From an optimization exercise on the open Yosys and OpenROAD flow, aimed at small area; shortcuts taken in it are not production practice. The RTL was checked by simulation tests, not by an equivalence proof against the original design. The clock cells of runs 1 and 2 come from the design's own scripts or RTL, not from TritonCTS. The clock port is modelled as an ideal driver, which makes a skipped or thinned clock tree look cheaper than it is; a real chip needs a root buffer or a tree. Power figures rest on the tool's default switching activity, not on a simulated workload.

==> flow/design.v <==
`timescale 1ns/1ns
package calc_cfg_pkg;
    localparam int DATA_W = 8;
    localparam int REG_DEPTH = 32;
    localparam int ADDR_W = $clog2(REG_DEPTH);
    localparam int SLOT_FIRST = 1;
    localparam int SLOT_LAST_BASE = 28;
    localparam int KEY_W = 4;
    localparam int LED_W = 16;
endpackage
`timescale 1ns/1ns
package calc_ctrl_pkg;
    typedef enum logic [4:0] {
        wait_a    = 5'd0,
        check_a   = 5'd1,
        error_a   = 5'd2,
        store_a   = 5'd3,
        read_a    = 5'd4,
        show_a    = 5'd5,
        wait_op   = 5'd6,
        check_op  = 5'd7,
        error_op  = 5'd8,
        hold_op   = 5'd9,
        wait_b    = 5'd10,
        check_b   = 5'd11,
        error_b   = 5'd12,
        store_b   = 5'd13,
        read_b    = 5'd14,
        show_b    = 5'd15,
        wait_ent  = 5'd16,
        check_ent = 5'd17,
        error_ent = 5'd18,
        load      = 5'd19,
        compute   = 5'd20,
        store_res = 5'd21,
        read_res  = 5'd22,
        show_res  = 5'd23,
        next      = 5'd24
    } calc_step_e;
    localparam logic [3:0] key_max_digit = 4'd9;
    localparam logic [3:0] key_enter = 4'd15;
    typedef enum logic [3:0] {
        op_add = 4'd10,
        op_sub = 4'd11,
        op_and = 4'd12,
        op_or  = 4'd13,
        op_xor = 4'd14
    } alu_op_e;
endpackage
`timescale 1ns/1ns
`timescale 1ns/1ns
`timescale 1ns/1ns
`timescale 1ns/1ns
module calc_top(clk_i, reset_i, key_i, key_valid_i, led_o, disp_we_o, disp_data_o);
  input clk_i;
  wire clk_i;
  input reset_i;
  wire reset_i;
  input [3:0] key_i;
  wire [3:0] key_i;
  input key_valid_i;
  wire key_valid_i;
  output [15:0] led_o;
  wire [15:0] led_o;
  output disp_we_o;
  wire disp_we_o;
  output [7:0] disp_data_o;
  wire [7:0] disp_data_o;
  wire _000_;
  wire _001_;
  wire _002_;
  wire _003_;
  wire _004_;
  wire _005_;
  wire _006_;
  wire _007_;
  wire _008_;
  wire _009_;
  wire _010_;
  wire _011_;
  wire _012_;
  wire _013_;
  wire _014_;
  wire _015_;
  wire _016_;
  wire _017_;
  wire _018_;
  wire _019_;
  wire _020_;
  wire _021_;
  wire _022_;
  wire _023_;
  wire _024_;
  wire _025_;
  wire _026_;
  wire _027_;
  wire _028_;
  wire _029_;
  wire _030_;
  wire _031_;
  wire _032_;
  wire _033_;
  wire _034_;
  wire _035_;
  wire _036_;
  wire _037_;
  wire _038_;
  wire _039_;
  wire _040_;
  wire _041_;
  wire _042_;
  wire _043_;
  wire _044_;
  wire _045_;
  wire _046_;
  wire _047_;
  wire _048_;
  wire _049_;
  wire _050_;
  wire _051_;
  wire _052_;
  wire _053_;
  wire _054_;
  wire _055_;
  wire _056_;
  wire _057_;
  wire _058_;
  wire _059_;
  wire _060_;
  wire _061_;
  wire _062_;
  wire _063_;
  wire _064_;
  wire _065_;
  wire _066_;
  wire _067_;
  wire _068_;
  wire _069_;
  wire _070_;
  wire _071_;
  wire _072_;
  wire _073_;
  wire _074_;
  wire _075_;
  wire _076_;
  wire _077_;
  wire _078_;
  wire _079_;
  wire _080_;
  wire _081_;
  wire _082_;
  wire _083_;
  wire _084_;
  wire _085_;
  wire _086_;
  wire _087_;
  wire _088_;
  wire _089_;
  wire _090_;
  wire _091_;
  wire _092_;
  wire _093_;
  wire _094_;
  wire _095_;
  wire _096_;
  wire _097_;
  wire _098_;
  wire _099_;
  wire _100_;
  wire _101_;
  wire _102_;
  wire _103_;
  wire _104_;
  wire _105_;
  wire _106_;
  wire _107_;
  wire _108_;
  wire _109_;
  wire _110_;
  wire _111_;
  wire _112_;
  wire _113_;
  wire _114_;
  wire _115_;
  wire _116_;
  wire _117_;
  wire _118_;
  wire _119_;
  wire _120_;
  wire _121_;
  wire _122_;
  wire _123_;
  wire _124_;
  wire _125_;
  wire _126_;
  wire _127_;
  wire _128_;
  wire _129_;
  wire _130_;
  wire _131_;
  wire _132_;
  wire _133_;
  wire _134_;
  wire _135_;
  wire _136_;
  wire _137_;
  wire _138_;
  wire _139_;
  wire _140_;
  wire _141_;
  wire _142_;
  wire _143_;
  wire [3:0] _144_;
  wire [3:0] _145_;
  wire a_load;
  reg [3:0] a_q;
  reg ent_q;
  reg [3:0] fill_q;
  wire is_next;
  reg [3:0] key_q;
  wire op_load;
  reg [2:0] op_q;
  wire op_shown;
  reg [3:0] \ring_q[0] ;
  reg [3:0] \ring_q[1] ;
  reg [3:0] \ring_q[2] ;
  reg [3:0] \ring_q[3] ;
  reg [3:0] \ring_q[4] ;
  reg [3:0] \ring_q[5] ;
  reg [3:0] \ring_q[6] ;
  reg [3:0] \ring_q[7] ;
  reg [3:0] \ring_q[8] ;
  reg [3:0] \ring_q[9] ;
  wire [4:0] step_d;
  assign _033_ = 4'h2 >> { _028_, _004_ };
  assign _034_ = 4'h2 >> { _033_, _141_ };
  assign _035_ = 4'h4 >> { _034_, _032_ };
  assign _036_ = 4'h4 >> { _035_, _031_ };
  assign _037_ = 4'h2 >> { _020_, key_q[1] };
  assign _038_ = 4'h8 >> { _024_, \ring_q[0] [1] };
  assign _039_ = 4'h1 >> { _038_, _037_ };
  assign disp_data_o[1] = 4'hb >> { _039_, _036_ };
  assign _040_ = 4'h8 >> { _024_, \ring_q[0] [0] };
  assign _041_ = 4'h2 >> { _020_, key_q[0] };
  assign _042_ = 4'h8 >> { key_q[0], a_q[0] };
  assign _043_ = 4'h2 >> { _042_, _004_ };
  assign _044_ = 4'h4 >> { _042_, _003_ };
  assign _045_ = 4'h1 >> { key_q[0], a_q[0] };
  assign _046_ = 4'h1 >> { _045_, _044_ };
  assign _047_ = 4'h8 >> { _046_, _141_ };
  assign _048_ = 4'h4 >> { _047_, _043_ };
  assign _049_ = 4'h1 >> { _048_, _041_ };
  assign disp_data_o[0] = 4'hb >> { _049_, _040_ };
  assign _050_ = 4'h8 >> { fill_q[0], fill_q[1] };
  assign _051_ = 4'h8 >> { _050_, fill_q[2] };
  assign _052_ = 4'h1 >> { _050_, fill_q[2] };
  assign _145_[2] = 4'h1 >> { _052_, _051_ };
  assign _053_ = 4'h1 >> { _051_, fill_q[3] };
  assign _054_ = 4'h8 >> { _051_, fill_q[3] };
  assign _145_[3] = 4'h1 >> { _054_, _053_ };
  assign _055_ = 4'h1 >> { fill_q[0], fill_q[1] };
  assign _145_[1] = 4'h1 >> { _055_, _050_ };
  assign _056_ = 4'h1 >> { _139_, led_o[11] };
  assign _057_ = 4'h4 >> { _056_, led_o[14] };
  assign _058_ = 4'h8 >> { led_o[11], led_o[12] };
  assign _059_ = 4'h4 >> { _058_, _141_ };
  assign step_d[1] = 4'h1 >> { _059_, _057_ };
  assign _001_ = 4'h2 >> { _022_, is_next };
  assign op_load = 4'h1 >> { led_o[14], led_o[15] };
  assign _060_ = 4'h2 >> { led_o[12], led_o[15] };
  assign _061_ = 4'h1 >> { key_q[1], key_q[2] };
  assign _062_ = 4'h2 >> { _061_, key_q[3] };
  assign _063_ = 4'h2 >> { _062_, _017_ };
  assign _064_ = 4'h1 >> { _063_, _060_ };
  assign _065_ = 4'h4 >> { _060_, ent_q };
  assign _066_ = 4'h1 >> { _065_, led_o[13] };
  assign _067_ = 4'h4 >> { _066_, _064_ };
  assign _068_ = 4'h8 >> { key_q[1], key_q[2] };
  assign _069_ = 4'h8 >> { _068_, key_q[0] };
  assign _070_ = 4'h8 >> { _062_, _140_ };
  assign _071_ = 4'h4 >> { _070_, _069_ };
  assign _072_ = 4'h1 >> { _071_, _067_ };
  assign _073_ = 4'h2 >> { _072_, led_o[11] };
  assign _074_ = 4'h4 >> { _056_, _017_ };
  assign _075_ = 4'h2 >> { _016_, led_o[13] };
  assign _076_ = 4'h1 >> { _075_, key_valid_i };
  assign _077_ = 4'h1 >> { _076_, led_o[11] };
  assign _078_ = 4'h4 >> { _077_, _074_ };
  assign _079_ = 4'h1 >> { _078_, _141_ };
  assign step_d[0] = 4'hb >> { _079_, _073_ };
  assign _080_ = 4'h1 >> { _075_, led_o[15] };
  assign _002_ = 4'h8 >> { _080_, _077_ };
  assign _081_ = 4'h8 >> { _058_, led_o[13] };
  assign _082_ = 4'h8 >> { _081_, led_o[14] };
  assign _083_ = 4'h1 >> { _082_, led_o[15] };
  assign step_d[4] = 4'h1 >> { _083_, is_next };
  assign led_o[0] = 4'he >> { _074_, is_next };
  assign _084_ = 4'h2 >> { _019_, led_o[11] };
  assign disp_we_o = 4'h4 >> { _084_, _023_ };
  assign _085_ = 4'h4 >> { _015_, led_o[11] };
  assign _086_ = 4'h1 >> { _085_, _058_ };
  assign _087_ = 4'h2 >> { _141_, led_o[13] };
  assign _088_ = 4'h1 >> { _087_, _086_ };
  assign _089_ = 4'h8 >> { _086_, led_o[13] };
  assign step_d[2] = 4'he >> { _089_, _088_ };
  assign _090_ = 4'h1 >> { _081_, _109_ };
  assign step_d[3] = 4'h1 >> { _090_, _082_ };
  assign _091_ = 4'h8 >> { op_shown, op_q[2] };
  assign led_o[8] = 4'he >> { _091_, is_next };
  assign disp_data_o[5] = 4'h8 >> { disp_data_o[4], op_q[0] };
  assign _092_ = 4'h8 >> { key_q[3], a_q[3] };
  assign _093_ = 4'h1 >> { key_q[3], a_q[3] };
  assign _094_ = 4'h2 >> { _093_, _132_ };
  assign _095_ = 4'h1 >> { _094_, _004_ };
  assign _096_ = 4'h1 >> { _095_, _092_ };
  assign _097_ = 4'h4 >> { _092_, _003_ };
  assign _098_ = 4'h1 >> { _097_, _093_ };
  assign _099_ = 4'h1 >> { _098_, _132_ };
  assign _100_ = 4'h2 >> { _099_, _141_ };
  assign _101_ = 4'h4 >> { _100_, _096_ };
  assign _102_ = 4'h2 >> { _020_, key_q[3] };
  assign _103_ = 4'h8 >> { _024_, \ring_q[0] [3] };
  assign _104_ = 4'h1 >> { _103_, _102_ };
  assign disp_data_o[3] = 4'hb >> { _104_, _101_ };
  assign a_load = 4'h4 >> { op_load, led_o[12] };
  assign _105_ = 4'h8 >> { key_i[0], key_i[1] };
  assign _106_ = 4'h8 >> { key_i[2], key_i[3] };
  assign _000_ = 4'h8 >> { _106_, _105_ };
  assign _144_[0] = 2'h1 >> fill_q[0];
  assign is_next = 4'h8 >> { led_o[14], led_o[15] };
  assign _107_ = 4'h1 >> { led_o[11], led_o[12] };
  assign _108_ = 4'h4 >> { _107_, led_o[13] };
  assign _109_ = 4'h2 >> { _108_, led_o[14] };
  assign op_shown = 4'he >> { _109_, led_o[15] };
  assign _110_ = 4'h8 >> { op_shown, op_q[1] };
  assign led_o[7] = 4'he >> { _110_, is_next };
  assign _111_ = 4'h8 >> { op_shown, op_q[0] };
  assign led_o[6] = 4'he >> { _111_, is_next };
  assign _112_ = 4'h1 >> { a_q[1], op_q[0] };
  assign _113_ = 4'h8 >> { a_q[1], op_q[0] };
  assign _114_ = 4'h1 >> { _113_, _112_ };
  assign _115_ = 4'h1 >> { _114_, key_q[1] };
  assign _116_ = 4'h2 >> { a_q[0], op_q[0] };
  assign _117_ = 4'h4 >> { a_q[0], op_q[0] };
  assign _118_ = 4'h1 >> { _117_, _116_ };
  assign _119_ = 4'h4 >> { key_q[0], op_q[2] };
  assign _120_ = 4'h4 >> { _119_, _118_ };
  assign _121_ = 4'h4 >> { _120_, _115_ };
  assign _122_ = 4'h4 >> { key_q[1], op_q[2] };
  assign _123_ = 4'h8 >> { _122_, _114_ };
  assign _124_ = 4'h1 >> { _123_, _121_ };
  assign _125_ = 4'h2 >> { a_q[2], op_q[0] };
  assign _126_ = 4'h4 >> { a_q[2], op_q[0] };
  assign _127_ = 4'h1 >> { _126_, _125_ };
  assign _128_ = 4'h4 >> { key_q[2], op_q[2] };
  assign _129_ = 4'h4 >> { _128_, _127_ };
  assign _130_ = 4'h2 >> { _129_, _124_ };
  assign _131_ = 4'h4 >> { _127_, key_q[2] };
  assign _132_ = 4'h1 >> { _131_, _130_ };
  assign _133_ = 4'h1 >> { a_q[3], op_q[0] };
  assign _134_ = 4'h8 >> { a_q[3], op_q[0] };
  assign _135_ = 4'h1 >> { _134_, _133_ };
  assign _136_ = 4'h8 >> { _135_, key_q[3] };
  assign _137_ = 4'h1 >> { _136_, _132_ };
  assign _138_ = 4'h1 >> { _135_, key_q[3] };
  assign _139_ = 4'h8 >> led_o[13:12];
  assign _140_ = 4'h4 >> { _139_, led_o[14] };
  assign _141_ = 4'h8 >> { _140_, led_o[15] };
  assign _142_ = 4'h4 >> { _141_, op_q[2] };
  assign _143_ = 4'h4 >> { _142_, _138_ };
  assign disp_data_o[4] = 4'h4 >> { _143_, _137_ };
  assign _003_ = 4'h4 >> op_q[2:1];
  assign _004_ = 4'h4 >> { _003_, op_q[0] };
  assign _005_ = 4'h8 >> { key_q[2], a_q[2] };
  assign _006_ = 4'h1 >> { key_q[2], a_q[2] };
  assign _007_ = 4'h1 >> { _006_, _005_ };
  assign _008_ = 4'h4 >> { _007_, _004_ };
  assign _009_ = 4'h4 >> { _008_, _124_ };
  assign _010_ = 4'h8 >> { _005_, _003_ };
  assign _011_ = 4'h1 >> { _010_, _008_ };
  assign _012_ = 4'h8 >> { _011_, _124_ };
  assign _013_ = 4'h2 >> { _012_, _141_ };
  assign _014_ = 4'h4 >> { _013_, _009_ };
  assign _015_ = 4'h2 >> { led_o[12], led_o[14] };
  assign _016_ = 4'h4 >> { led_o[12], led_o[14] };
  assign _017_ = 4'h1 >> { _016_, _015_ };
  assign _018_ = 4'h8 >> { _017_, led_o[13] };
  assign _019_ = 4'h2 >> { _140_, led_o[15] };
  assign _020_ = 4'h1 >> { _019_, _018_ };
  assign _021_ = 4'h2 >> { _020_, key_q[2] };
  assign _022_ = 4'h8 >> { fill_q[1], fill_q[3] };
  assign _023_ = 4'h1 >> { _018_, led_o[15] };
  assign _024_ = 4'h8 >> { _023_, _022_ };
  assign _025_ = 4'h8 >> { _024_, \ring_q[0] [2] };
  assign _026_ = 4'h1 >> { _025_, _021_ };
  assign disp_data_o[2] = 4'hb >> { _026_, _014_ };
  assign _027_ = 4'h1 >> { key_q[1], a_q[1] };
  assign _028_ = 4'h8 >> { key_q[1], a_q[1] };
  assign _029_ = 4'h4 >> { _028_, _003_ };
  assign _030_ = 4'h1 >> { _029_, _027_ };
  assign _031_ = 4'h1 >> { _030_, _120_ };
  assign _032_ = 4'h8 >> { _030_, _120_ };
  always @(posedge clk_i)
    if (is_next) \ring_q[6] [0] <= \ring_q[7] [0];
  always @(posedge clk_i)
    if (is_next) \ring_q[6] [1] <= \ring_q[7] [1];
  always @(posedge clk_i)
    if (is_next) \ring_q[6] [2] <= \ring_q[7] [2];
  always @(posedge clk_i)
    if (is_next) \ring_q[6] [3] <= \ring_q[7] [3];
  always @(posedge clk_i)
    if (is_next) \ring_q[5] [0] <= \ring_q[6] [0];
  always @(posedge clk_i)
    if (is_next) \ring_q[5] [1] <= \ring_q[6] [1];
  always @(posedge clk_i)
    if (is_next) \ring_q[5] [2] <= \ring_q[6] [2];
  always @(posedge clk_i)
    if (is_next) \ring_q[5] [3] <= \ring_q[6] [3];
  always @(posedge clk_i)
    if (is_next) \ring_q[4] [0] <= \ring_q[5] [0];
  always @(posedge clk_i)
    if (is_next) \ring_q[4] [1] <= \ring_q[5] [1];
  always @(posedge clk_i)
    if (is_next) \ring_q[4] [2] <= \ring_q[5] [2];
  always @(posedge clk_i)
    if (is_next) \ring_q[4] [3] <= \ring_q[5] [3];
  always @(posedge clk_i)
    if (is_next) \ring_q[3] [0] <= \ring_q[4] [0];
  always @(posedge clk_i)
    if (is_next) \ring_q[3] [1] <= \ring_q[4] [1];
  always @(posedge clk_i)
    if (is_next) \ring_q[3] [2] <= \ring_q[4] [2];
  always @(posedge clk_i)
    if (is_next) \ring_q[3] [3] <= \ring_q[4] [3];
  always @(posedge clk_i)
    if (is_next) \ring_q[2] [0] <= \ring_q[3] [0];
  always @(posedge clk_i)
    if (is_next) \ring_q[2] [1] <= \ring_q[3] [1];
  always @(posedge clk_i)
    if (is_next) \ring_q[2] [2] <= \ring_q[3] [2];
  always @(posedge clk_i)
    if (is_next) \ring_q[2] [3] <= \ring_q[3] [3];
  always @(posedge clk_i)
    if (is_next) \ring_q[1] [0] <= \ring_q[2] [0];
  always @(posedge clk_i)
    if (is_next) \ring_q[1] [1] <= \ring_q[2] [1];
  always @(posedge clk_i)
    if (is_next) \ring_q[1] [2] <= \ring_q[2] [2];
  always @(posedge clk_i)
    if (is_next) \ring_q[1] [3] <= \ring_q[2] [3];
  always @(posedge clk_i)
    if (is_next) \ring_q[0] [0] <= \ring_q[1] [0];
  always @(posedge clk_i)
    if (is_next) \ring_q[0] [1] <= \ring_q[1] [1];
  always @(posedge clk_i)
    if (is_next) \ring_q[0] [2] <= \ring_q[1] [2];
  always @(posedge clk_i)
    if (is_next) \ring_q[0] [3] <= \ring_q[1] [3];
  always @(posedge clk_i)
    if (op_load) op_q[0] <= key_q[0];
  always @(posedge clk_i)
    if (op_load) op_q[1] <= key_q[1];
  always @(posedge clk_i)
    if (op_load) op_q[2] <= key_q[2];
  always @(posedge clk_i, posedge reset_i)
    if (reset_i) fill_q[0] <= 1'h0;
    else if (_001_) fill_q[0] <= _144_[0];
  always @(posedge clk_i, posedge reset_i)
    if (reset_i) fill_q[1] <= 1'h0;
    else if (_001_) fill_q[1] <= _145_[1];
  always @(posedge clk_i, posedge reset_i)
    if (reset_i) fill_q[2] <= 1'h0;
    else if (_001_) fill_q[2] <= _145_[2];
  always @(posedge clk_i, posedge reset_i)
    if (reset_i) fill_q[3] <= 1'h0;
    else if (_001_) fill_q[3] <= _145_[3];
  always @(posedge clk_i)
    if (a_load) a_q[0] <= key_q[0];
  always @(posedge clk_i)
    if (a_load) a_q[1] <= key_q[1];
  always @(posedge clk_i)
    if (a_load) a_q[2] <= key_q[2];
  always @(posedge clk_i)
    if (a_load) a_q[3] <= key_q[3];
  always @(posedge clk_i)
    if (_002_) key_q[0] <= key_i[0];
  always @(posedge clk_i)
    if (_002_) key_q[1] <= key_i[1];
  always @(posedge clk_i)
    if (_002_) key_q[2] <= key_i[2];
  always @(posedge clk_i)
    if (_002_) key_q[3] <= key_i[3];
  always @(posedge clk_i)
    if (is_next) \ring_q[9] [0] <= key_q[0];
  always @(posedge clk_i)
    if (is_next) \ring_q[9] [1] <= key_q[1];
  always @(posedge clk_i)
    if (is_next) \ring_q[9] [2] <= key_q[2];
  always @(posedge clk_i)
    if (is_next) \ring_q[9] [3] <= key_q[3];
  always @(posedge clk_i)
    if (is_next) \ring_q[7] [0] <= \ring_q[8] [0];
  always @(posedge clk_i)
    if (is_next) \ring_q[7] [1] <= \ring_q[8] [1];
  always @(posedge clk_i)
    if (is_next) \ring_q[7] [2] <= \ring_q[8] [2];
  always @(posedge clk_i)
    if (is_next) \ring_q[7] [3] <= \ring_q[8] [3];
  always @(posedge clk_i)
    if (is_next) \ring_q[8] [0] <= \ring_q[9] [0];
  always @(posedge clk_i)
    if (is_next) \ring_q[8] [1] <= \ring_q[9] [1];
  always @(posedge clk_i)
    if (is_next) \ring_q[8] [2] <= \ring_q[9] [2];
  always @(posedge clk_i)
    if (is_next) \ring_q[8] [3] <= \ring_q[9] [3];
  reg \led_o_reg[11] ;
  always @(posedge clk_i, posedge reset_i)
    if (reset_i) \led_o_reg[11]  <= 1'h0;
    else \led_o_reg[11]  <= step_d[0];
  assign led_o[11] = \led_o_reg[11] ;
  reg \led_o_reg[12] ;
  always @(posedge clk_i, posedge reset_i)
    if (reset_i) \led_o_reg[12]  <= 1'h0;
    else \led_o_reg[12]  <= step_d[1];
  assign led_o[12] = \led_o_reg[12] ;
  reg \led_o_reg[13] ;
  always @(posedge clk_i, posedge reset_i)
    if (reset_i) \led_o_reg[13]  <= 1'h0;
    else \led_o_reg[13]  <= step_d[2];
  assign led_o[13] = \led_o_reg[13] ;
  reg \led_o_reg[14] ;
  always @(posedge clk_i, posedge reset_i)
    if (reset_i) \led_o_reg[14]  <= 1'h0;
    else \led_o_reg[14]  <= step_d[3];
  assign led_o[14] = \led_o_reg[14] ;
  reg \led_o_reg[15] ;
  always @(posedge clk_i, posedge reset_i)
    if (reset_i) \led_o_reg[15]  <= 1'h0;
    else \led_o_reg[15]  <= step_d[4];
  assign led_o[15] = \led_o_reg[15] ;
  always @(posedge clk_i)
    ent_q <= _000_;
  assign _145_[0] = _144_[0];
  assign _144_[3:1] = fill_q[3:1];
  assign disp_data_o[7:6] = { disp_data_o[5], disp_data_o[5] };
  assign { led_o[10:9], led_o[5:1] } = { is_next, op_shown, is_next, is_next, is_next, is_next, is_next };
endmodule
==> flow/flow/run.sh <==
#!/bin/bash
# Standard synthesis, then the standard layout steps with these changes:
#  - after floorplan, abc's buffers are removed, the logic is remapped for area
#    (restructure) and each logic cell is set to
#    the smallest drive of its family (placement repair upsizes where needed);
#  - the port buffers are the smallest buffer cell;
#  - the clock tree is four clkbuf_8, each driving a quarter of the registers
#    (balanced k-means clusters), fed from the clock port (flow/clock_tree.tcl).
set -uo pipefail
HERE=$(pwd)
bash standard.sh synth > synth.log 2>&1 || exit 1
export REMOVE_ABC_BUFFERS=1
export POST_FLOORPLAN_TCL=$HERE/flow/post_floorplan.tcl
export BUFFER_PORTS_ARGS="-buffer_cell sky130_fd_sc_hd__buf_1"
export PRE_CTS_TCL=$HERE/flow/clock_tree.tcl
export CTS_ARGS="-sink_clustering_enable -repair_clock_nets -dont_use_dummy_load -buf_list sky130_fd_sc_hd__clkbuf_4 -root_buf sky130_fd_sc_hd__clkbuf_4 -sink_clustering_size 20 -sink_clustering_max_diameter 100"
bash standard.sh finish > layout.log 2>&1
==> flow/flow/clock_tree.tcl <==
# Clock tree of K leaf buffers, each driving one k-means cluster of the
# registers, all fed straight from the clock port.
proc my_clock_tree {K master_name} {
  set db [ord::get_db]
  set block [ord::get_db_block]
  set master [$db findMaster $master_name]
  set clk [$block findNet clk_i]
  set sinks {}
  foreach it [$clk getITerms] {
    set inst [$it getInst]
    set xy [$inst getLocation]
    lappend sinks [list $it [expr {[lindex $xy 0] + [[$inst getMaster] getWidth]/2}] [expr {[lindex $xy 1] + [[$inst getMaster] getHeight]/2}]]
  }
  set n [llength $sinks]
  # k-means, seeded with sinks spread through the list sorted by x+y
  set sorted [lsort -real -index 1 $sinks]
  set cents {}
  for {set k 0} {$k < $K} {incr k} {
    set s [lindex $sorted [expr {int(($k + 0.5) * $n / $K)}]]
    lappend cents [list [lindex $s 1] [lindex $s 2]]
  }
  for {set iter 0} {$iter < 50} {incr iter} {
    # balanced assignment: closest (sink, centre) pairs first, at most cap per centre
    set cap [expr {int(ceil(double($n) / $K))}]
    set pairs {}
    set i 0
    foreach s $sinks {
      for {set k 0} {$k < $K} {incr k} {
        set c [lindex $cents $k]
        lappend pairs [list [expr {abs([lindex $s 1]-[lindex $c 0]) + abs([lindex $s 2]-[lindex $c 1])}] $i $k]
      }
      incr i
    }
    set assign [lrepeat $n -1]
    set cnt [lrepeat $K 0]
    foreach p [lsort -real -index 0 $pairs] {
      lassign $p d i k
      if {[lindex $assign $i] >= 0 || [lindex $cnt $k] >= $cap} { continue }
      lset assign $i $k
      lset cnt $k [expr {[lindex $cnt $k] + 1}]
    }
    set newc {}
    for {set k 0} {$k < $K} {incr k} {
      set sx 0; set sy 0; set m 0
      foreach s $sinks a $assign {
        if {$a == $k} { set sx [expr {$sx + [lindex $s 1]}]; set sy [expr {$sy + [lindex $s 2]}]; incr m }
      }
      if {$m > 0} { lappend newc [list [expr {$sx / $m}] [expr {$sy / $m}]] } else { lappend newc [lindex $cents $k] }
    }
    set cents $newc
  }
  for {set k 0} {$k < $K} {incr k} {
    set net [odb::dbNet_create $block "clknet_leaf_$k"]
    $net setSigType CLOCK
    set buf [odb::dbInst_create $block $master "clkbuf_leaf_$k"]
    [$buf findITerm A] connect $clk
    [$buf findITerm X] connect $net
    set c [lindex $cents $k]
    $buf setLocation [expr {int([lindex $c 0])}] [expr {int([lindex $c 1])}]
    $buf setPlacementStatus PLACED
    set m 0
    foreach s $sinks a $assign {
      if {$a == $k} { set it [lindex $s 0]; $it disconnect; $it connect $net; incr m }
    }
    puts "my_clock_tree: clkbuf_leaf_$k drives $m registers"
  }
}

# Used as PRE_CTS_TCL: ORFS's cts.tcl then calls this in place of TritonCTS,
# and goes on with its own placement legalisation and timing repair.
rename clock_tree_synthesis tritoncts_clock_tree_synthesis
proc clock_tree_synthesis {args} {
  my_clock_tree 4 sky130_fd_sc_hd__clkbuf_8
  set_propagated_clock [all_clocks]
}
==> flow/flow/downsize.tcl <==
# Swap each combinational cell for the smallest cell of the same family
# (same function, lower drive); later repair steps upsize where timing,
# slew or capacitance need it.
proc downsize_cells {} {
  set db [ord::get_db]
  set block [ord::get_db_block]
  set saved 0.0
  set n 0
  foreach inst [$block getInsts] {
    set m [$inst getMaster]
    set name [$m getName]
    if {![regexp {^sky130_fd_sc_hd__([a-z0-9]+)_([0-9]+)$} $name -> base drive]} { continue }
    if {[regexp {^(s?e?df|dl|tap|fill|decap|conb|diode|clkbuf|clkdly|dlygate|dlymetal|probe|lpflow)} $base]} { continue }
    set best $name
    set best_area [expr {[$m getWidth] * [$m getHeight]}]
    foreach lc [get_lib_cells */sky130_fd_sc_hd__${base}_*] {
      set cname [get_name $lc]
      if {![regexp "^sky130_fd_sc_hd__${base}_\[0-9\]+\$" $cname]} { continue }
      if {[get_property $lc dont_use]} { continue }
      set cm [$db findMaster $cname]
      if {$cm == "NULL"} { continue }
      set a [expr {[$cm getWidth] * [$cm getHeight]}]
      if {$a < $best_area} { set best $cname; set best_area $a }
    }
    if {$best ne $name} {
      set old [expr {[$m getWidth] * [$m getHeight]}]
      replace_cell [$inst getName] $best
      set saved [expr {$saved + ($old - $best_area) / 1e6}]
      incr n
    }
  }
  puts "downsize_cells: $n cells, [format %.2f $saved] um2 saved"
}
downsize_cells
==> flow/flow/post_floorplan.tcl <==
# After floorplan: remap the logic between registers and ports for area
# (OpenROAD's restructure, which runs abc), then set each logic cell to the
# smallest drive of its family; placement repair upsizes where needed.
set lib [lindex [glob $::env(PLATFORM_DIR)/lib/sky130_fd_sc_hd__tt_025C_1v80.lib] 0]
file mkdir $::env(OBJECTS_DIR)/restructure
restructure -target area -liberty_file $lib \
  -tielo_port sky130_fd_sc_hd__conb_1/LO -tiehi_port sky130_fd_sc_hd__conb_1/HI \
  -work_dir $::env(OBJECTS_DIR)/restructure
source [file join [file dirname [info script]] downsize.tcl]
==> flow/standard.sh <==
#!/bin/bash
# synth_recipe.tcl (not shown) runs the flow's synth.tcl, then flattens the netlist and writes it again
# the make line also repeats each setting of config.mk as NAME=value (left out here)
make -C /OpenROAD-flow-scripts/flow DESIGN_CONFIG=/design/flow/config.mk WORK_HOME=/design/flow/orfs CLKGATE_MAP_FILE= SYNTH_SCRIPT=/design/flow/synth_recipe.tcl "${@:-finish}"
==> flow/config.mk <==
export PLATFORM = sky130hd
export DESIGN_NAME = calc_top
export DESIGN_NICKNAME = calc_top
export VERILOG_FILES = /design/flow/design.v
export SDC_FILE = /design/flow/constraint.sdc
export NUM_CORES = 4
export LEC_CHECK = 0
export ABC_AREA = 1
export CAP_MARGIN = 20
export CORE_MARGIN = 2
export CORE_UTILIZATION = 65
export PLACE_DENSITY = 0.8
export SLEW_MARGIN = 20
==> flow/constraint.sdc <==
create_clock -name core_clock -period 10.0 [get_ports {clk_i}]
set_input_delay 2.0000 -clock core_clock [delete_from_list [all_inputs] [get_ports {clk_i}]]
set_output_delay 2.0000 -clock core_clock [all_outputs]
set_load 0.01 [all_outputs]
==> results_dict.tcl, run 1 <==
set metrics [dict create \
    worstPathRequired_ns 8.00 \
    met2_usage 0.338 \
    ys.flop_type "edfxtp_1" \
    firstDrtPassIters 5 \
    cts_resized 0 \
    vdd_drop_max_v 0.000211 \
    first_iter_violations 152 \
    areaGrowthSynthToFinish_pct -3.72 \
    synth_compound_area_frac 0.0593 \
    grt_pass1_wl_mm 7.01 \
    tightestPinTransition_ns 0.567 \
    finalSetupViolCount 0 \
    coreArea_um2 4030 \
    r2r_slack_ns 8.02 \
    max_clock_freq_mhz 219 \
    vias_per_cell 6.02 \
    fin_util 0.650 \
    rsz0062_at_grt "false" \
    ant_nets 0 \
    hp-start "ring_q[5][3]$_DFFE_PP_" \
    grt_max_degree 50 \
    p_leak_uw 0.000831 \
    placed_cell_area_um2 2560 \
    synthAdderAreaFrac 0.0230 \
    synth_cell_type_count 36 \
    crit_fanout 7 \
    p_seq_frac 0.525 \
    hold_class "reg2reg" \
    syn-mean-instance-area_um2 12.1 \
    syn_area_um2 2720 \
    whs_endpoint "ring_q[4][3]$_DFFE_PP_" \
    yosys_warnings 1 \
    synth_top_family_by_area "simple AND/OR/NAND/NOR gates" \
    num_antenna_cells 0 \
    dpl.cell_count 249 \
    grt.total_usage 0.201 \
    die_w_um 68.7 \
    worstSkewPairLatency_ns 0.16 \
    synthXorXnorAreaFrac 0.0161 \
    ioPinCount 32 \
    wl_per_cell_um 18.3 \
    largest_reg_flops 40 \
    status "timing/DRC/antenna clean" \
    startpoint_type "flip-flop" \
    r2r-end "key_q[3]$_DFFE_PP_" \
    final_hold_viol_count 0 \
    met1_usage 0.285 \
    busiest_layer "met2" \
    ys_ff_latch 61 \
    relSlewSlack 0.619 \
    reg2reg_from "led_o_reg[14]$_DFF_PP0_" \
    fin_cells 253 \
    rows 23 \
    cap_viol_max_count 0 \
    synthMuxAreaShare 0.00552 \
    overflow 0 \
    layout-drive-gt1-share 0.0296 \
    remaining_drc_errors 0 \
    postCtsSetupBuffers 0 \
    final_common_cell "edfxtp_1" \
    p_int_uw 507 \
    p_comb_frac 0.360 \
    setup_tns_ns 0 \
    fin_ws_ns 5.44 \
    yosys.area_share.simple 0.161 \
    synthCells 225 \
    port_buffers 31 \
    clk_pin_slew_worst_paths_ns 0.10 \
    nFillCells 312 \
    stdcell_area_um2 2620 \
    synth_edf_count 51 \
    min_period_ns 4.56 \
    die-height_um 68.7 \
    cts_hold_buf 0 \
    place_ws_ns 5.67 \
    skew_ns 0.0127 \
    power.switching_uw 310 \
    switching_share 0.379 \
    arrival_ns 2.56 \
    rr_worst_depth 4 \
    wl_mm 4.62 \
    slew_violations 0 \
    period_share 0.456 \
    gp_congestion 0.866 \
    crit_type "reg2out" \
    dr_total_vias 1524 \
    grt_pass1_vias 1434 \
    final_cell_mix "edfxtp_1 (51), buf_1 (31), clkinv_1 (25), o21ai_0 (11)" \
    power.density_nw_per_um2 312 \
    die_area_um2 4720 \
    async_flop_share 0.148 \
    cp-end-kind "output port" \
    p_clk_frac 0.116 \
    fin_nets 212 \
    ys_seq_area_frac 0.653 \
    hpwlAfterDp_mm 3.31 \
    min_path_cells 0 \
    antenna_found_initial 0 \
    initial_utilization 0.675 \
    regMostFlops "ring_q" \
    grt_util_met3 0.0211 \
]
power groups by stage:
stage          logic [uW]  registers, uW  clock network [uW]
2_1_floorplan         231            404                   0
3_3_place_gp          285            428                   0
3_5_place_dp          292            433                   0
4_1_cts               293            429                98.2
5_1_grt               326            437                 105
6_report              294            429                94.6
cell families after synthesis:
kind of cell / Yosys count
and+or+nand+nor: 88
DFF: 61
buffers and inverters: 41
AOI/OAI and AO/OA: 24
xor gates and xnor gates: 5
adders and majority gates: 5
muxes: 1
Yosys cell counts, types with 2 or more instances:
cell | n | area (um2)
o21ai_0 | 6 | 30.0
edfxtp_1 | 51 | 1530
nand3_2 | 3 | 30.0
nand2_2 | 10 | 62.6
nand2_1 | 30 | 113
a21oi_1 | 4 | 20.0
o211ai_1 | 3 | 22.5
ha_1 | 5 | 62.6
nand3_1 | 11 | 55.1
a22oi_1 | 4 | 30.0
xor2_1 | 2 | 17.5
inv_1 | 19 | 71.3
buf_4 | 14 | 105
xnor2_1 | 3 | 26.3
nor2_2 | 2 | 12.5
inv_2 | 4 | 15.0
nand2_4 | 2 | 22.5
nor3_1 | 2 | 10.0
nor2_4 | 3 | 33.8
nor2_1 | 23 | 86.3
dfrtp_1 | 9 | 225
metrics by stage:
| stage | hold slack, ns | power, uW |
|---|---|---|
| after floorplan | 0.400 | 635 |
| after global placement | 0.401 | 713 |
| after detailed placement | 0.405 | 725 |
| after CTS | 0.418 | 820 |
| after global routing | 0.422 | 868 |
| final | 0.416 | 817 |
cell type report:
cell class	count	area [um2]	share of cell area
sequential	61	1780	0.678
timing repair buffer	32	124	0.0473
inverter	25	93.8	0.0358
buffer	4	55.1	0.0210
multi-input combinational	81	508	0.194
tap	50	62.6	0.0239
metal layers:
layer  wire (um)  share of wire  vias up
met3         302          0.065       13
met4          93          0.020        0
met2        2150           0.47       79
met1        2080           0.45      719
met5           0              0        -
li1            -              -      713
worst max-delay path, cell delays in order, from the launching register on:
cell and delay (ns):
edfxtp_1 0.52, clkinv_1 0.17, o22ai_1 0.10, nor3_1 0.27, o21ai_0 0.20, a32oi_1 0.36, o21a_1 0.18, o22ai_1 0.08
a222oi_1 0.27, clkinv_1 0.11, buf_1 0.14
worst max path at each step:
stage / start / slack [ns] / cells past startpoint / to
4_1_cts: op_q[0]$_DFFE_PP_ / 5.47 / 10 / disp_data_o[3]
2_1_floorplan: led_o_reg[15]$_DFF_PP0_ / 6.40 / 4 / led_o[7]
3_5_place_dp: op_q[0]$_DFFE_PP_ / 5.67 / 10 / disp_data_o[3]
3_3_place_gp: led_o_reg[12]$_DFF_PP0_ / 5.69 / 8 / disp_data_o[0]
6_report: op_q[0]$_DFFE_PP_ / 5.44 / 10 / disp_data_o[3]
5_1_grt: led_o_reg[12]$_DFF_PP0_ / 5.13 / 8 / disp_data_o[6]
==> inputs of run 2 (changes only) <==
--- a/flow/flow/run.sh
+++ b/flow/flow/run.sh
@@ -4,7 +4,7 @@
 #    (restructure) and each logic cell is set to
 #    the smallest drive of its family (placement repair upsizes where needed);
 #  - the port buffers are the smallest buffer cell;
-#  - the clock tree is four clkbuf_8, each driving a quarter of the registers
+#  - the clock tree is three clkbuf_8, each driving a third of the registers
 #    (balanced k-means clusters), fed from the clock port (flow/clock_tree.tcl).
 set -uo pipefail
 HERE=$(pwd)
--- a/flow/flow/clock_tree.tcl
+++ b/flow/flow/clock_tree.tcl
@@ -70,6 +70,6 @@
 # and goes on with its own placement legalisation and timing repair.
 rename clock_tree_synthesis tritoncts_clock_tree_synthesis
 proc clock_tree_synthesis {args} {
-  my_clock_tree 4 sky130_fd_sc_hd__clkbuf_8
+  my_clock_tree 3 sky130_fd_sc_hd__clkbuf_8
   set_propagated_clock [all_clocks]
 }
==> results_dict.tcl, run 2 <==
set metrics [dict create \
    synth_cell_type_count 36 \
    met2_usage 0.335 \
    crit_chain "clkinv_1 -> nor3_1 -> nand2_1 -> clkinv_1 -> o21ai_0 -> nor3_1 -> nor2b_1 -> buf_1" \
    relSlewSlack 0.628 \
    ant_nets 0 \
    cts_resized 0 \
    slowest_stage "dfrtp_1" \
    largest_reg_flops 40 \
    status "timing/DRC/antenna clean" \
    ys_seq_area_frac 0.653 \
    remaining_drc_errors 0 \
    worstPathRequired_ns 8.00 \
    vdd_drop_max_v 0.000155 \
    yosys-top-cells-count "edfxtp_1 (51), nand2_1 (30), nor2_1 (23)" \
    first_iter_violations 134 \
    overflow 0 \
    antenna_found_initial 0 \
    vias_per_cell 6.07 \
    fin_nets 211 \
    min_path_cells 0 \
    wl_per_cell_um 17.9 \
    cap_viol_max_count 0 \
    critical-path-top-delay-family "simple AND/OR/NAND/NOR gates" \
    finalSetupViolCount 0 \
    yosys_warnings 1 \
    rr_worst_depth 4 \
    die_area_um2 4720 \
    timing.critical_path.slowest_cell_delay_ns 0.53 \
    synth_edf_count 51 \
    met1_usage 0.282 \
    ys_ff_latch 61 \
    coreArea_um2 4030 \
    yosys.area.top_type "edfxtp_1" \
    cts_hold_buf 0 \
    dr_total_vias 1530 \
    ys.flop_type "edfxtp_1" \
    grt_pass1_vias 1404 \
    fin_cells 252 \
    yosysTopAreaCellShare 0.563 \
    min_period_ns 4.59 \
    wl_mm 4.52 \
    synthCells 225 \
    ioPinCount 32 \
    crit_fanout 8 \
    gp_congestion 0.866 \
    tightestPinTransition_ns 0.554 \
    yosys.area_share.simple 0.161 \
    hold_class "reg2reg" \
    busiest_layer "met2" \
    clk_pin_slew_worst_paths_ns 0.11 \
    grt_max_degree 50 \
    initial_utilization 0.675 \
    synth_most_common_cell "edfxtp_1" \
    dpl.cell_count 249 \
    arrival_ns 2.59 \
    startpoint_type "flip-flop" \
    stdcell_area_um2 2610 \
    max_clock_freq_mhz 218 \
    power.density_nw_per_um2 309 \
    final_cell_mix "edfxtp_1 (51), buf_1 (31), clkinv_1 (25), o21ai_0 (11)" \
    synth_compound_area_frac 0.0593 \
    final_common_cell "edfxtp_1" \
    period_share 0.459 \
    layout-drive-gt1-share 0.0248 \
    syn_area_um2 2720 \
    die-height_um 68.7 \
    rsz0062_at_grt "false" \
    die_w_um 68.7 \
    syn-mean-instance-area_um2 12.1 \
    placed_cell_area_um2 2560 \
    final_hold_viol_count 0 \
    slew_violations 0 \
    synthXorXnorAreaFrac 0.0161 \
    hpwlAfterDp_mm 3.31 \
    synthAdderAreaFrac 0.0230 \
    grt_util_met3 0.0179 \
    skew_ns 0.0107 \
    worstSkewPairLatency_ns 0.17 \
    postCtsSetupBuffers 0 \
    hold-worst-slack_ns 0.421 \
    crit_type "reg2out" \
    grt_pass1_wl_mm 6.89 \
    port_buffers 31 \
    synth_top_family_by_area "simple AND/OR/NAND/NOR gates" \
    areaGrowthSynthToFinish_pct -4.23 \
    timing.critical_path.buf_inv 3 \
    yosys-top-cells-area "edfxtp_1 (56%), dfrtp_1 (8.3%), nand2_1 (4.1%)" \
    cp.depth 8 \
    num_antenna_cells 0 \
    rows 23 \
    setup_tns_ns 0 \
    firstDrtPassIters 4 \
    cp-end-kind "output port" \
    grt.total_usage 0.198 \
    p_leak_uw 0.000824 \
    synthMuxAreaShare 0.00552 \
    regMostFlops "ring_q" \
    async_flop_share 0.148 \
]
-- run 2: worst register-to-register path: cells and delay by family, from the launching register on --
| kind | cells | cell delay, ns |
|---|---|---|
| and+or+nand+nor | 1 | 0.50 |
| buffers and inverters | 1 | 0.26 |
| DFF | 1 | 0.50 |
| AOI/OAI and AO/OA | 2 | 0.39 |
-- run 2: power breakdown --
part | internal, uW | switching [uW]
Sequential | 371 | 57.2
Clock | 28.0 | 53.8
Combinational | 98.6 | 195
-- run 2: stage by stage --
stage	setup WS [ns]	util	total power [uW]
after floorplan	6.40	-	635
after CTS	5.46	0.647	807
after global placement	5.69	0.637	713
final	5.41	0.647	804
after detailed placement	5.67	0.637	725
after global routing	5.11	0.647	857
-- run 2: area by class of cell --
class | count | area, um2
Timing Repair Buffer | 32 | 124
Multi-Input combinational cell | 81 | 508
Tap cell | 50 | 62.6
Sequential cell | 61 | 1780
Buffer | 3 | 41.3
Fill cell | 312 | 1420
Inverter | 25 | 93.8
-- run 2: cells by family after synthesis --
family / after synthesis
and+or+nand+nor: 88
DFF: 61
buffers and inverters: 41
AOI/OAI and AO/OA: 24
xor gates and xnor gates: 5
adders and majority gates: 5
muxes: 1
-- run 2: path summary, 6_finish.rpt --
kind,startpoint,end,slack (ns)
worst max-delay path,led_o_reg[12]$_DFF_PP0_,disp_data_o[7],5.41
worst min-delay path,ring_q[4][2]$_DFFE_PP_,ring_q[3][2]$_DFFE_PP_,0.42
worst max register to register,led_o_reg[14]$_DFF_PP0_,key_q[3]$_DFFE_PP_,7.99
worst min register to register,ring_q[4][2]$_DFFE_PP_,ring_q[3][2]$_DFFE_PP_,0.42
max in group asynchronous,reset_i,led_o_reg[11]$_DFFE_PP0P_,8.08
min in group asynchronous,reset_i,async pin,1.71
-- run 2: per-layer routing --
layer / vias to the layer above / part of all wire
met5: - / 0
met4: 0 / 0.016
met3: 8 / 0.058
met1: 740 / 0.45
li1: 711 / -
met2: 71 / 0.47
==> inputs of run 3 (changes only) <==
==> flow/flow/run.sh (replaced) <==
#!/bin/bash
# Standard synthesis, then the standard layout steps with these changes:
#  - after floorplan, abc's buffers are removed, the logic is remapped for area
#    (restructure) and each logic cell is set to
#    the smallest drive of its family (placement repair upsizes where needed);
#  - the port buffers are the smallest buffer cell;
#  - clock tree synthesis uses small clock buffers and adds no dummy loads.
set -uo pipefail
HERE=$(pwd)
bash standard.sh synth > synth.log 2>&1 || exit 1
export REMOVE_ABC_BUFFERS=1
export POST_FLOORPLAN_TCL=$HERE/flow/post_floorplan.tcl
export BUFFER_PORTS_ARGS="-buffer_cell sky130_fd_sc_hd__buf_1"
export CTS_ARGS="-sink_clustering_enable -repair_clock_nets -dont_use_dummy_load -buf_list sky130_fd_sc_hd__clkbuf_4 -root_buf sky130_fd_sc_hd__clkbuf_4 -sink_clustering_size 20 -sink_clustering_max_diameter 100"
bash standard.sh finish > layout.log 2>&1
removed: flow/flow/clock_tree.tcl
==> results_dict.tcl, run 3 <==
set metrics [dict create \
    status "timing/DRC/antenna clean" \
    numCtsBuffers 9 \
    synth_most_common_cell "edfxtp_1" \
    cts_hold_buf 0 \
    hpwlAfterDp_mm 3.31 \
    met2_usage 0.325 \
    first_iter_violations 112 \
    cts_buffer_depth 2 \
    port_buffers 31 \
    wl_per_cell_um 18.3 \
    yosys-top-cells-area "edfxtp_1 (56%), dfrtp_1 (8.3%), nand2_1 (4.1%)" \
    cts_tree "yes" \
    antenna_found_initial 0 \
    firstDrtPassIters 5 \
    place_ws_ns 5.67 \
    grt_max_degree 50 \
    overflow 0 \
    synthCells 225 \
    die_area_um2 4720 \
    busiest_layer "met2" \
    clk_pin_slew_worst_paths_ns 0.11 \
    ys_seq_area_frac 0.653 \
    syn-mean-instance-area_um2 12.1 \
    synth_edf_count 51 \
    ys.flop_type "edfxtp_1" \
    met1_usage 0.293 \
    max_clock_freq_mhz 209 \
    startpoint_type "flip-flop" \
    remaining_drc_errors 0 \
    synth_cell_type_count 36 \
    tightestPinTransition_ns 0.557 \
    cap_viol_max_count 0 \
    final_cell_mix "edfxtp_1 (51), buf_1 (31), clkinv_1 (25), o21ai_0 (11)" \
    yosys-top-cells-count "edfxtp_1 (51), nand2_1 (30), nor2_1 (23)" \
    areaGrowthSynthToFinish_pct -3.26 \
    dr_total_vias 1547 \
    cts-htree-levels 3 \
    stdcell_area_um2 2630 \
    hold_class "reg2reg" \
    coreArea_um2 4030 \
    postCtsSetupBuffers 0 \
    grt_pass1_wl_mm 7.15 \
    rsz0062_at_grt "false" \
    largest_reg_flops 40 \
    ioPinCount 32 \
    ys_ff_latch 61 \
    initial_utilization 0.675 \
    rows 23 \
    numClockSinks 61 \
    placed_cell_area_um2 2560 \
    fin_cells 258 \
    vdd_drop_max_v 0.000177 \
    finalSetupViolCount 0 \
    layout-drive-gt1-share 0.0529 \
    power_uw 834 \
    vias_per_cell 6.00 \
    worstPathRequired_ns 8.00 \
    num_antenna_cells 0 \
    arrival_ns 2.79 \
    slew_violations 0 \
    ant_nets 0 \
    cts_root_buf "clkbuf_4" \
    regMostFlops "ring_q" \
    period_share 0.479 \
    yosys.area.top_type "edfxtp_1" \
    setup_tns_ns 0 \
    dpl.cell_count 249 \
    wl_mm 4.72 \
    crit_fanout 7 \
    skew_ns 0.0264 \
    cp-end-kind "output port" \
    yosys_warnings 1 \
    yosysTopAreaCellShare 0.563 \
    grt.total_usage 0.224 \
    final_common_cell "edfxtp_1" \
    min_period_ns 4.79 \
    p_leak_uw 0.000844 \
    gp_congestion 0.866 \
    die-height_um 68.7 \
    final_hold_viol_count 0 \
    worstSkewPairLatency_ns 0.38 \
    cts_resized 0 \
    die_w_um 68.7 \
    async_flop_share 0.148 \
    syn_area_um2 2720 \
    nFillCells 314 \
    relSlewSlack 0.626 \
    grt_util_met3 0.0666 \
    fin_ws_ns 5.21 \
    grt_pass1_vias 1474 \
    power.density_nw_per_um2 317 \
    crit_type "reg2out" \
    fin_nets 217 \
]
==> run 3: cell count changes in the layout (fill, tap and decap cells not counted), sizes merged <==
cell | before | now
clkbuf | 3 | 9
==> run 3: logic make-up after synthesis <==
logic type	share of synthesized area
AOI/OAI and AO/OA	0.0593
xor gates and xnor gates	0.0161
adders and majority gates	0.0230
buffers and inverters	0.0823
DFF	0.653
muxes	0.00552
and+or+nand+nor	0.161
==> run 3: final timing paths <==
| path | endpoint | cells after the start | slack (ns) | start |
|---|---|---|---|---|
| setup reg to reg | key_q[1]$_DFFE_PP_ | 4 | 8.01 | led_o_reg[14]$_DFF_PP0_ |
| max in group asynchronous | led_o_reg[11]$_DFFE_PP0P_ | 2 | 8.25 | reset_i |
| hold reg to reg | ring_q[1][3]$_DFFE_PP_ | 0 | 0.40 | ring_q[2][3]$_DFFE_PP_ |
| setup / recovery | disp_data_o[3] | 10 | 5.21 | op_q[0]$_DFFE_PP_ |
| hold / removal | ring_q[1][3]$_DFFE_PP_ | 0 | 0.40 | ring_q[2][3]$_DFFE_PP_ |
| min in group asynchronous | led_o_reg[14]$_DFF_PP0_ | 2 | 1.52 | reset_i |
==> run 3: per-layer routing <==
layer | share of wire | wire length, um
met1 | 0.45 | 2150
met5 | 0 | 0
met2 | 0.46 | 2190
met3 | 0.060 | 284
met4 | 0.022 | 104
==> run 3: layout make-up <==
type	count	area, um2	area share
clock buffer	9	67.6	0.0257
inverter	25	93.8	0.0356
multi-input combinational	81	508	0.193
sequential	61	1780	0.675
tap	50	62.6	0.0238
timing repair buffer	32	124	0.0471
==> run 3: power breakdown <==
part | leakage, uW | switching, uW | internal (uW)
registers | 0.000585 | 57.0 | 372
clock network | 0.0000414 | 69.4 | 41.7
logic | 0.000217 | 196 | 98.6
==> run 3: critical path, cell delays in order (launching register included) <==
cell      delay, ns
edfxtp_1       0.52
clkinv_1       0.17
o22ai_1        0.10
nor3_1         0.28
o21ai_0        0.20
a32oi_1        0.36
o21a_1         0.18
o22ai_1        0.08
a222oi_1       0.28
clkinv_1       0.11
buf_1          0.14
==> run 3: through the flow <==
step	util	hold WS (ns)
after global routing	0.653	0.413
after floorplan	-	0.400
after global placement	0.637	0.401
after detailed placement	0.637	0.405
final	0.653	0.405
after CTS	0.653	0.415
==> inputs of run 4 (changes only) <==
==> flow/flow/run.sh (replaced) <==
#!/bin/bash
# Standard synthesis, then the standard layout steps with these changes:
#  - after floorplan, abc's buffers are removed and each logic cell is set to
#    the smallest drive of its family (placement repair upsizes where needed);
#  - the port buffers are the smallest buffer cell;
#  - clock tree synthesis uses small clock buffers and adds no dummy loads.
set -uo pipefail
HERE=$(pwd)
bash standard.sh synth > synth.log 2>&1 || exit 1
export REMOVE_ABC_BUFFERS=1
export POST_FLOORPLAN_TCL=$HERE/flow/downsize.tcl
export BUFFER_PORTS_ARGS="-buffer_cell sky130_fd_sc_hd__buf_1"
export CTS_ARGS="-sink_clustering_enable -repair_clock_nets -dont_use_dummy_load -buf_list sky130_fd_sc_hd__clkbuf_4 -root_buf sky130_fd_sc_hd__clkbuf_4 -sink_clustering_size 20 -sink_clustering_max_diameter 100"
bash standard.sh finish > layout.log 2>&1
removed: flow/flow/post_floorplan.tcl
==> results_dict.tcl, run 4 <==
set metrics [dict create \
    rows 23 \
    ioPinCount 32 \
    p_clk_frac 0.140 \
    async_flop_share 0.148 \
    regArea_um2 1780 \
    cts_hold_buf 0 \
    fin_nets 264 \
    status "timing/DRC/antenna clean" \
    cts_tree "yes" \
    hold_class "reg2reg" \
    fin_ws_ns 5.87 \
    final_cell_mix "edfxtp_1 (51), nand2_1 (42), buf_1 (31), nor2_1 (28), inv_1 (20)" \
    vias_per_cell 5.56 \
    antenna_found_initial 0 \
    crit_type "reg2out" \
    slowest_stage "dfrtp_1" \
    power.density_nw_per_um2 291 \
    coreArea_um2 4030 \
    final_hold_viol_count 0 \
    cts-htree-levels 3 \
    timing.critical_path.buf_inv 3 \
    cts_root_buf "clkbuf_4" \
    arrival_ns 2.13 \
    layout-drive-gt1-share 0.0600 \
    max_clock_freq_mhz 242 \
    cp-end-kind "output port" \
    initial_utilization 0.675 \
    numClockSinks 61 \
    skew_ns 0.0298 \
    ys_seq_area_frac 0.653 \
    vdd_drop_max_v 0.000188 \
    die-height_um 68.7 \
    min_path_cells 0 \
    r2r_slack_ns 8.15 \
    areaGrowthSynthToFinish_pct 1.06 \
    first_iter_violations 142 \
    ys_ff_latch 61 \
    grt.total_usage 0.210 \
    ant_nets 0 \
    final_common_cell "edfxtp_1" \
    grt_pass1_wl_mm 6.89 \
    syn_area_um2 2720 \
    reg2reg_from "led_o_reg[14]$_DFF_PP0_" \
    p_comb_frac 0.354 \
    yosys_warnings 1 \
    synth_cell_type_count 36 \
    cap_viol_max_count 0 \
    num_antenna_cells 0 \
    synth_edf_count 51 \
    finalSetupViolCount 0 \
    min_period_ns 4.13 \
    synthCells 225 \
    switching_share 0.390 \
    cts_buffer_depth 2 \
    wl_per_cell_um 14.5 \
    power.switching_uw 312 \
    worstSkewPairLatency_ns 0.37 \
    ys.flop_type "edfxtp_1" \
    hpwlAfterDp_mm 3.04 \
    dr_total_vias 1669 \
    cts_resized 0 \
    grt_max_degree 48 \
    port_buffers 31 \
    yosys-top-cells-count "edfxtp_1 (51), nand2_1 (30), nor2_1 (23)" \
    remaining_drc_errors 0 \
    slew_violations 0 \
    postCtsSetupBuffers 0 \
    overflow 0 \
    p_int_uw 487 \
    worstPathRequired_ns 8.00 \
    p_seq_frac 0.505 \
    whs_endpoint "ring_q[6][3]$_DFFE_PP_" \
    r2r-end "key_q[2]$_DFFE_PP_" \
    firstDrtPassIters 5 \
    clk_pin_slew_worst_paths_ns 0.09 \
    rr_worst_depth 5 \
    yosys-top-cells-area "edfxtp_1 (56%), dfrtp_1 (8.3%), nand2_1 (4.1%)" \
    place_ws_ns 6.24 \
    period_share 0.413 \
    grt_pass1_vias 1500 \
    multiInputGateArea_um2 626 \
    startpoint_type "flip-flop" \
    p_leak_uw 0.00110 \
    regMostFlops "ring_q" \
    die_area_um2 4720 \
    largest_reg_flops 40 \
    crit_chain "inv_1 -> ha_1 -> a21oi_1 -> inv_1 -> nor2_1 -> a22oi_1 -> nand2_1 -> buf_1" \
    yosys.area.top_type "edfxtp_1" \
    rsz0062_at_grt "false" \
    gp_congestion 0.914 \
    tightestPinTransition_ns 0.583 \
    yosysTopAreaCellShare 0.563 \
    timing.critical_path.slowest_cell_delay_ns 0.42 \
    relSlewSlack 0.608 \
    numCtsBuffers 9 \
    die_w_um 68.7 \
    syn-mean-instance-area_um2 12.1 \
    setup_tns_ns 0 \
    hp-start "ring_q[7][3]$_DFFE_PP_" \
    nFillCells 282 \
    crit_fanout 6 \
    crit_top_cell "inv_1" \
    wl_mm 4.35 \
    synth_most_common_cell "edfxtp_1" \
    critical-path-top-delay-family "flip-flops" \
]
## run 4: cell types whose count changed in the layout (fill, tap and decap cells not counted), sizes merged, moves of 8 or more
cell,before,now
o22ai,9,1
nand2,6,42
inv,0,24
nand3,1,14
nor2,8,28
clkinv,25,1
## run 4: power by group through the flow
stage | Clock (uW) | Combinational [uW] | Sequential (uW)
2_1_floorplan | 0 | 231 | 404
3_3_place_gp | 0 | 271 | 406
3_5_place_dp | 0 | 282 | 408
4_1_cts | 116 | 282 | 403
5_1_grt | 127 | 323 | 412
6_report | 112 | 283 | 404
## run 4: metrics by stage
step	util	total power [uW]	cell area, um2	instances	hold WS [ns]
final	0.683	799	2750	300	0.420
after global routing	0.683	861	2750	300	0.432
after CTS	0.683	801	2750	300	0.421
after detailed placement	0.666	690	2680	291	0.405
after global placement	0.666	677	2680	291	0.401
after floorplan	-	635	2600	209	0.400
## run 4: layer usage
layer / global-route usage / routed length (um)
met3: 0.0747 / 292
met4: 0.0980 / 53
met5: 0 / 0
met2: 0.297 / 1970
met1: 0.290 / 2030
## run 4: worst max-delay path by stage
| stage | from | end | cells past startpoint |
|---|---|---|---|
| floorplan | led_o_reg[15]$_DFF_PP0_ | led_o[7] | 4 |
| global placement | led_o_reg[12]$_DFF_PP0_ | disp_data_o[2] | 8 |
| detailed placement | led_o_reg[12]$_DFF_PP0_ | disp_data_o[2] | 8 |
| CTS | led_o_reg[12]$_DFF_PP0_ | disp_data_o[2] | 8 |
| global route | led_o_reg[12]$_DFF_PP0_ | disp_data_o[2] | 8 |
| finish | led_o_reg[12]$_DFF_PP0_ | disp_data_o[2] | 8 |
## run 4: kinds of logic after synthesis
kind of cell,after synthesis,synth area share
xor+xnor,5,0.0161
mux,1,0.00552
flops,61,0.653
simple gates,88,0.161
buf+inv,41,0.0823
compound gates,24,0.0593
fa+ha+maj,5,0.0230
## run 4: area by class of cell
class,count,share of cell area
clock buffer,9,0.0246
multi-input combinational,123,0.227
tap,50,0.0227
inverter,25,0.0341
timing repair buffer,32,0.0450
sequential,61,0.646
## run 4: worst reg2reg max path: stages (launching register included)
cell,delay (ns)
dfrtp_1,0.47
inv_2,0.09
ha_1,0.18
nor2_1,0.20
o21ai_0,0.11
nor3_1,0.44

## separate check: timing with driven ports
No port has a modelled driver above. Below, the same layouts with a new extraction and two added sets of constraints.
Step 1 sets driving cells, clkbuf_16 on the clock port and buf_2 on the other inputs (assumed; they add their load-dependent delay and slew).
Step 2, shift: input delay + t, output delay - t, t = (earliest + latest rising clock arrival at the registers) / 2. This alone moves slack from input paths to output paths.
Three values: ideal ports, drivers, drivers and shift; two values: the first two.
| run | shift t [ns] | slack for setup (ns) | hold slack, ns | worst setup path at the end | worst data-port slew with drivers (ns) |
|---|---|---|---|---|---|
| run 1 | 0.203 | 5.441 / 5.388 / 5.590 | 0.416 / 0.416 / 0.416 | register to output | 0.03 |
| run 2 | 0.207 | 5.412 / 5.367 / 5.574 | 0.421 / 0.421 / 0.421 | register to output | 0.03 |
| run 3 | 0.396 | 5.213 / 5.189 / 5.585 | 0.405 / 0.405 / 0.405 | register to output | 0.03 |
| run 4 | 0.387 | 5.873 / 5.851 / 6.238 | 0.420 / 0.420 / 0.420 | register to output | 0.03 |
After both steps setup and hold are still met in every run listed.
